From an optimization exercise on the open Yosys and OpenROAD flow, aimed at small area; shortcuts taken in it are not production practice. Function was checked by simulation only, so behaviour that the tests miss may differ from the original. Power figures rest on the tool's default switching activity, not on a simulated workload.

==> branch ember: inputs <==
==> flow/design.v (excerpt) <==
module rv_decode_top (
  input  logic                             clk,
  input  logic                             rst_n,
  input  logic                             flush,
  input  logic                             instr_valid,
  output logic                             instr_ready,
  input  logic [32-1:0]              instr,
  input  logic                             wb_en,
  input  logic [$clog2(32)-1:0]  wb_rd,
  input  logic [32-1:0]              wb_data,
  output logic                             out_valid,
  input  logic                             out_ready,
  output rv_pkg::instr_op                  out_op,
  output logic [$clog2(32)-1:0]  out_rs1,
  output logic [$clog2(32)-1:0]  out_rs2,
  output logic [$clog2(32)-1:0]  out_rd,
  output logic [32-1:0]              out_imm,
  output logic [2:0]                       out_funct3,
  output logic [32-1:0]              out_rs1_val,
  output logic [32-1:0]              out_rs2_val
);
==> module reg_file, before the edit <==
module reg_file (
  input  logic           clk,
  input  logic           rst_n,
  input  rv_pkg::reg_idx rf_rs_idx0,
  input  rv_pkg::reg_idx rf_rs_idx1,
  input  logic           rf_rs_en0,       
  input  logic           rf_rs_en1,
  input  logic           hold,            
  input  rv_pkg::gpreg   hold_val0,       
  input  rv_pkg::gpreg   hold_val1,
  output rv_pkg::gpreg   rf_rs_val0,
  output rv_pkg::gpreg   rf_rs_val1,
  input  logic           wb_en,
  input  rv_pkg::reg_idx wb_rd,
  input  rv_pkg::gpreg   wb_data
);
  localparam int N = 32;
  logic [1:0]         p;                 
  logic [N-1:1]       wen;               
  logic [31:0]        wd_p_lo;           
  logic [31:0]        wd_p_hi;           
  logic [31:0]        q [N-1:1];
  logic [(N-1)*32-1:0] q_flat;           
  logic [31:0]        d [N-1:1];
  always_ff @(posedge clk) begin
    if (!rst_n)
      p <= '0;
    else
      p <= ~p;
  end
  logic [3:0] rst_c;       
  logic [3:0] rst_a;
  logic [3:0] rst_n_c;     
  for (genvar k = 0; k < 4; k++) begin : g_rst
    rf_inv i_rst   (.a(rst_n),    .y(rst_c[k]));
    rf_inv i_rst_a (.a(rst_n),    .y(rst_a[k]));
    rf_inv i_rst_n (.a(rst_a[k]), .y(rst_n_c[k]));
  end
  for (genvar b = 0; b < 32; b++) begin : g_col
    logic wd_n;
    rf_xnor2 i_wdn   (.a(wb_data[b]), .b(p[b / 16]), .y(wd_n));
    rf_nand2 i_wd_lo (.a(wd_n), .b(rst_n_c[b / 8]), .y(wd_p_lo[b]));
    rf_nand2 i_wd_hi (.a(wd_n), .b(rst_n_c[b / 8]), .y(wd_p_hi[b]));
  end
  for (genvar r = 1; r < N; r++) begin : g_row
    logic [1:0] set_row;    
    logic [1:0] keep_n;     
    assign wen[r] = wb_en && (wb_rd == r);
    for (genvar h = 0; h < 2; h++) begin : g_half
      rf_nor2 i_keep (.a(wen[r]), .b(rst_c[(2 * r + h) % 4]), .y(keep_n[h]));
      rf_inv  i_set  (.a(keep_n[h]), .y(set_row[h]));
    end
    for (genvar b = 0; b < 32; b++) begin : g_bit
      rf_oai22 i_next (
        .a1 (q[r][b]),
        .a2 (set_row[b / 16]),
        .b1 (keep_n[b / 16]),
        .b2 ((r < 16) ? wd_p_lo[b] : wd_p_hi[b]),
        .y  (d[r][b])
      );
    end
    always_ff @(posedge clk)
      q[r] <= d[r];
    assign q_flat[(r-1)*32 +: 32] = q[r];
  end
  rf_read_port i_read0 (
    .idx   (rf_rs_idx0),
    .en    (rf_rs_en0),
    .hold  (hold),
    .hold_val (hold_val0),
    .wb_en (wb_en),
    .wb_rd (wb_rd),
    .q     (q_flat),
    .wd_p  (wd_p_lo),
    .p     (p[0]),
    .val   (rf_rs_val0)
  );
  rf_read_port i_read1 (
    .idx   (rf_rs_idx1),
    .en    (rf_rs_en1),
    .hold  (hold),
    .hold_val (hold_val1),
    .wb_en (wb_en),
    .wb_rd (wb_rd),
    .q     (q_flat),
    .wd_p  (wd_p_hi),
    .p     (p[0]),
    .val   (rf_rs_val1)
  );
endmodule
==> module rf_read_port, before the edit <==
module rf_read_port (
  input  rv_pkg::reg_idx idx,
  input  logic           en,
  input  logic           hold,
  input  rv_pkg::gpreg   hold_val,
  input  logic           wb_en,
  input  rv_pkg::reg_idx wb_rd,
  input  logic [991:0]   q,
  input  rv_pkg::gpreg   wd_p,
  input  logic           p,
  output rv_pkg::gpreg   val
);
  logic [32:0] sel_lo;    
  logic [32:0] sel_hi;    
  logic        pz;
  rf_read_decode i_dec (
    .idx    (idx),
    .en     (en),
    .hold   (hold),
    .wb_en  (wb_en),
    .wb_rd  (wb_rd),
    .p      (p),
    .sel_lo (sel_lo),
    .sel_hi (sel_hi),
    .pz     (pz)
  );
  for (genvar b = 0; b < 32; b++) begin : g_bit
    logic [32:0] col;
    for (genvar r = 0; r < 31; r++) begin : g_col
      assign col[r] = q[r*32 + b];
    end
    assign col[31] = wd_p[b];
    assign col[32] = hold_val[b];
    rf_read_bit i_bit (
      .sel (b < 16 ? sel_lo : sel_hi),
      .col (col),
      .p   (pz),
      .y   (val[b])
    );
  end
endmodule
==> module rf_read_decode, before the edit <==
module rf_read_decode (
  input  rv_pkg::reg_idx idx,
  input  logic           en,
  input  logic           hold,
  input  logic           wb_en,
  input  rv_pkg::reg_idx wb_rd,
  input  logic           p,
  output logic [32:0]    sel_lo,
  output logic [32:0]    sel_hi,
  output logic           pz
);
  logic [3:0] lo;
  logic [7:0] hi;
  logic       byp;
  logic       nz;
  assign nz  = en && (idx != '0) && !hold;
  assign byp = nz && wb_en && (wb_rd == idx);
  assign pz  = nz && p;
  for (genvar k = 0; k < 4; k++) begin : g_lo
    assign lo[k] = (idx[1:0] == k);
  end
  for (genvar m = 0; m < 8; m++) begin : g_hi
    assign hi[m] = (idx[4:2] == m) && en && !hold && !byp;
  end
  for (genvar r = 1; r < 32; r++) begin : g_sel
    rf_and2 i_sel_lo (.a(lo[r % 4]), .b(hi[r / 4]), .y(sel_lo[r-1]));
    rf_and2 i_sel_hi (.a(lo[r % 4]), .b(hi[r / 4]), .y(sel_hi[r-1]));
  end
  assign sel_lo[31] = byp;
  assign sel_hi[31] = byp;
  assign sel_lo[32] = hold;
  assign sel_hi[32] = hold;
endmodule
==> flow/config.mk <==
export PLATFORM = sky130hd
export DESIGN_NAME = rv_decode_top
export DESIGN_NICKNAME = rv_decode_top
export VERILOG_FILES = /design/flow/design.v
export SDC_FILE = /design/flow/constraint.sdc
export NUM_CORES = 4
export LEC_CHECK = 0
export CAP_MARGIN = 20
export CORE_MARGIN = 2
export CORE_UTILIZATION = 55
export GPL_TIMING_DRIVEN = 0
export SLEW_MARGIN = 20
export SYNTH_HIERARCHICAL = 1
==> flow/constraint.sdc <==
create_clock -name core_clock -period 5.0 [get_ports {clk}]
set_input_delay 1.0000 -clock core_clock [delete_from_list [all_inputs] [get_ports {clk}]]
set_output_delay 1.0000 -clock core_clock [all_outputs]
set_load 0.01 [all_outputs]
standard.sh (not shown) runs the stock make flow with config.mk's settings and CLKGATE_MAP_FILE= SYNTH_SCRIPT=/design/flow/synth_recipe.tcl, a recipe that flattens the netlist after the stock synthesis.
==> flow/flow/run.sh <==
#!/bin/bash
# The standard layout (standard.sh), with two changes after synthesis:
#  - ports are buffered with the smallest buffer (buf_1)
#  - the clock tree uses clkbuf_16 leaf buffers on larger sink clusters and
#    no dummy loads
# Each step's full log is in orfs/logs/; make's own output is in make_*.log.
set -euo pipefail
bash standard.sh synth > make_synth.log 2>&1
export BUFFER_PORTS_ARGS="-buffer_cell sky130_fd_sc_hd__buf_1"
export CTS_ARGS="-sink_clustering_enable -repair_clock_nets -dont_use_dummy_load -buf_list sky130_fd_sc_hd__clkbuf_16 -sink_clustering_size 28 -sink_clustering_max_diameter 90"
bash standard.sh > make_layout.log 2>&1
==> inputs of branch indigo, as changes to branch ember <==
--- a/flow/design.v
+++ b/flow/design.v
@@ -205,4 +205,5 @@
   localparam int N = 32;
   logic [1:0]         p;                 
+  logic               rst;               
   logic [N-1:1]       wen;               
   logic [31:0]        wd_p_lo;           
@@ -217,17 +218,10 @@
       p <= ~p;
   end
-  logic [3:0] rst_c;       
-  logic [3:0] rst_a;
-  logic [3:0] rst_n_c;     
-  for (genvar k = 0; k < 4; k++) begin : g_rst
-    rf_inv i_rst   (.a(rst_n),    .y(rst_c[k]));
-    rf_inv i_rst_a (.a(rst_n),    .y(rst_a[k]));
-    rf_inv i_rst_n (.a(rst_a[k]), .y(rst_n_c[k]));
-  end
+  assign rst = !rst_n;
   for (genvar b = 0; b < 32; b++) begin : g_col
     logic wd_n;
     rf_xnor2 i_wdn   (.a(wb_data[b]), .b(p[b / 16]), .y(wd_n));
-    rf_nand2 i_wd_lo (.a(wd_n), .b(rst_n_c[b / 8]), .y(wd_p_lo[b]));
-    rf_nand2 i_wd_hi (.a(wd_n), .b(rst_n_c[b / 8]), .y(wd_p_hi[b]));
+    rf_nand2 i_wd_lo (.a(wd_n), .b(rst_n), .y(wd_p_lo[b]));
+    rf_nand2 i_wd_hi (.a(wd_n), .b(rst_n), .y(wd_p_hi[b]));
   end
   for (genvar r = 1; r < N; r++) begin : g_row
@@ -236,5 +230,5 @@
     assign wen[r] = wb_en && (wb_rd == r);
     for (genvar h = 0; h < 2; h++) begin : g_half
-      rf_nor2 i_keep (.a(wen[r]), .b(rst_c[(2 * r + h) % 4]), .y(keep_n[h]));
+      rf_nor2 i_keep (.a(wen[r]), .b(rst), .y(keep_n[h]));
       rf_inv  i_set  (.a(keep_n[h]), .y(set_row[h]));
     end
==> inputs of branch fjord, as changes to branch ember <==
--- a/flow/design.v
+++ b/flow/design.v
@@ -206,4 +206,5 @@
   logic [1:0]         p;                 
   logic [N-1:1]       wen;               
+  logic [N-1:1]       wen_n;
   logic [31:0]        wd_p_lo;           
   logic [31:0]        wd_p_hi;           
@@ -235,4 +236,5 @@
     logic [1:0] keep_n;     
     assign wen[r] = wb_en && (wb_rd == r);
+    rf_inv i_wen_n (.a(wen[r]), .y(wen_n[r]));
     for (genvar h = 0; h < 2; h++) begin : g_half
       rf_nor2 i_keep (.a(wen[r]), .b(rst_c[(2 * r + h) % 4]), .y(keep_n[h]));
@@ -259,4 +261,5 @@
     .wb_en (wb_en),
     .wb_rd (wb_rd),
+    .wen_n (wen_n),
     .q     (q_flat),
     .wd_p  (wd_p_lo),
@@ -271,4 +274,5 @@
     .wb_en (wb_en),
     .wb_rd (wb_rd),
+    .wen_n (wen_n),
     .q     (q_flat),
     .wd_p  (wd_p_hi),
@@ -284,4 +288,5 @@
   input  logic           wb_en,
   input  rv_pkg::reg_idx wb_rd,
+  input  logic [31:1]    wen_n,
   input  logic [991:0]   q,
   input  rv_pkg::gpreg   wd_p,
@@ -298,4 +303,5 @@
     .wb_en  (wb_en),
     .wb_rd  (wb_rd),
+    .wen_n  (wen_n),
     .p      (p),
     .sel_lo (sel_lo),
@@ -324,4 +330,5 @@
   input  logic           wb_en,
   input  rv_pkg::reg_idx wb_rd,
+  input  logic [31:1]    wen_n,
   input  logic           p,
   output logic [32:0]    sel_lo,
@@ -340,9 +347,9 @@
   end
   for (genvar m = 0; m < 8; m++) begin : g_hi
-    assign hi[m] = (idx[4:2] == m) && en && !hold && !byp;
+    assign hi[m] = (idx[4:2] == m) && en && !hold;
   end
   for (genvar r = 1; r < 32; r++) begin : g_sel
-    rf_and2 i_sel_lo (.a(lo[r % 4]), .b(hi[r / 4]), .y(sel_lo[r-1]));
-    rf_and2 i_sel_hi (.a(lo[r % 4]), .b(hi[r / 4]), .y(sel_hi[r-1]));
+    rf_and3 i_sel_lo (.a(lo[r % 4]), .b(hi[r / 4]), .c(wen_n[r]), .y(sel_lo[r-1]));
+    rf_and3 i_sel_hi (.a(lo[r % 4]), .b(hi[r / 4]), .c(wen_n[r]), .y(sel_hi[r-1]));
   end
   assign sel_lo[31] = byp;
@@ -434,4 +441,10 @@
   assign y = !a;
 endmodule
+module rf_and3 (
+  input  logic a, b, c,
+  output logic y
+);
+  assign y = a && b && c;
+endmodule
 module rf_and2 (
   input  logic a, b,
==> summary of the runs <==
- The highest fmax belongs to branch fjord, the lowest to branch indigo.
- The lowest wire length belongs to branch fjord, the highest to branch ember.
- The lowest clock skew belongs to branch fjord, the highest to branch indigo.
- Clock-buffer cell count is the same in branch fjord and branch indigo.
- In sequential power, branch fjord and branch indigo hardly differ.
- Clock power: branch ember > branch indigo > branch fjord.
- Between branch ember and branch fjord, the lower synthesized cell count is in branch ember (gap 0.39%, measured against branch fjord).
- Total power: branch ember > branch indigo > branch fjord.
- Utilization, highest first: branch indigo, branch ember, branch fjord.

afterwards: timing with drivers on the ports:
How much do the figures lean on ideal ports? The routed layouts below were timed once more, with nothing changed but the port constraints. Step 1: set_driving_cell puts a clkbuf_16 on clk and a buf_2 on each other input, an assumption about the parent block. Step 2 moves the port delays by t, midway between the first and last clock arrival at a register: inputs arrive t later, outputs are due t later. That takes back most of the time a late clock gives input paths. Three values: ideal, step 1, step 2; two values: the first two.
run	t (ns)	slack for setup (ns)	clock arrival spread, ns
branch ember	0.702	0.158 / 0.130 / -0.572	0.081 / 0.080
branch indigo	0.715	0.143 / 0.157 / -0.558	0.056 / 0.056
branch fjord	0.699	0.377 / 0.387 / -0.311	0.036 / 0.037
With both steps, setup timing fails in every run listed, where it was met with ideal ports. The setup slack of branch ember, which loses most, moves by -0.028 ns with the drivers and by -0.730 ns with both steps.
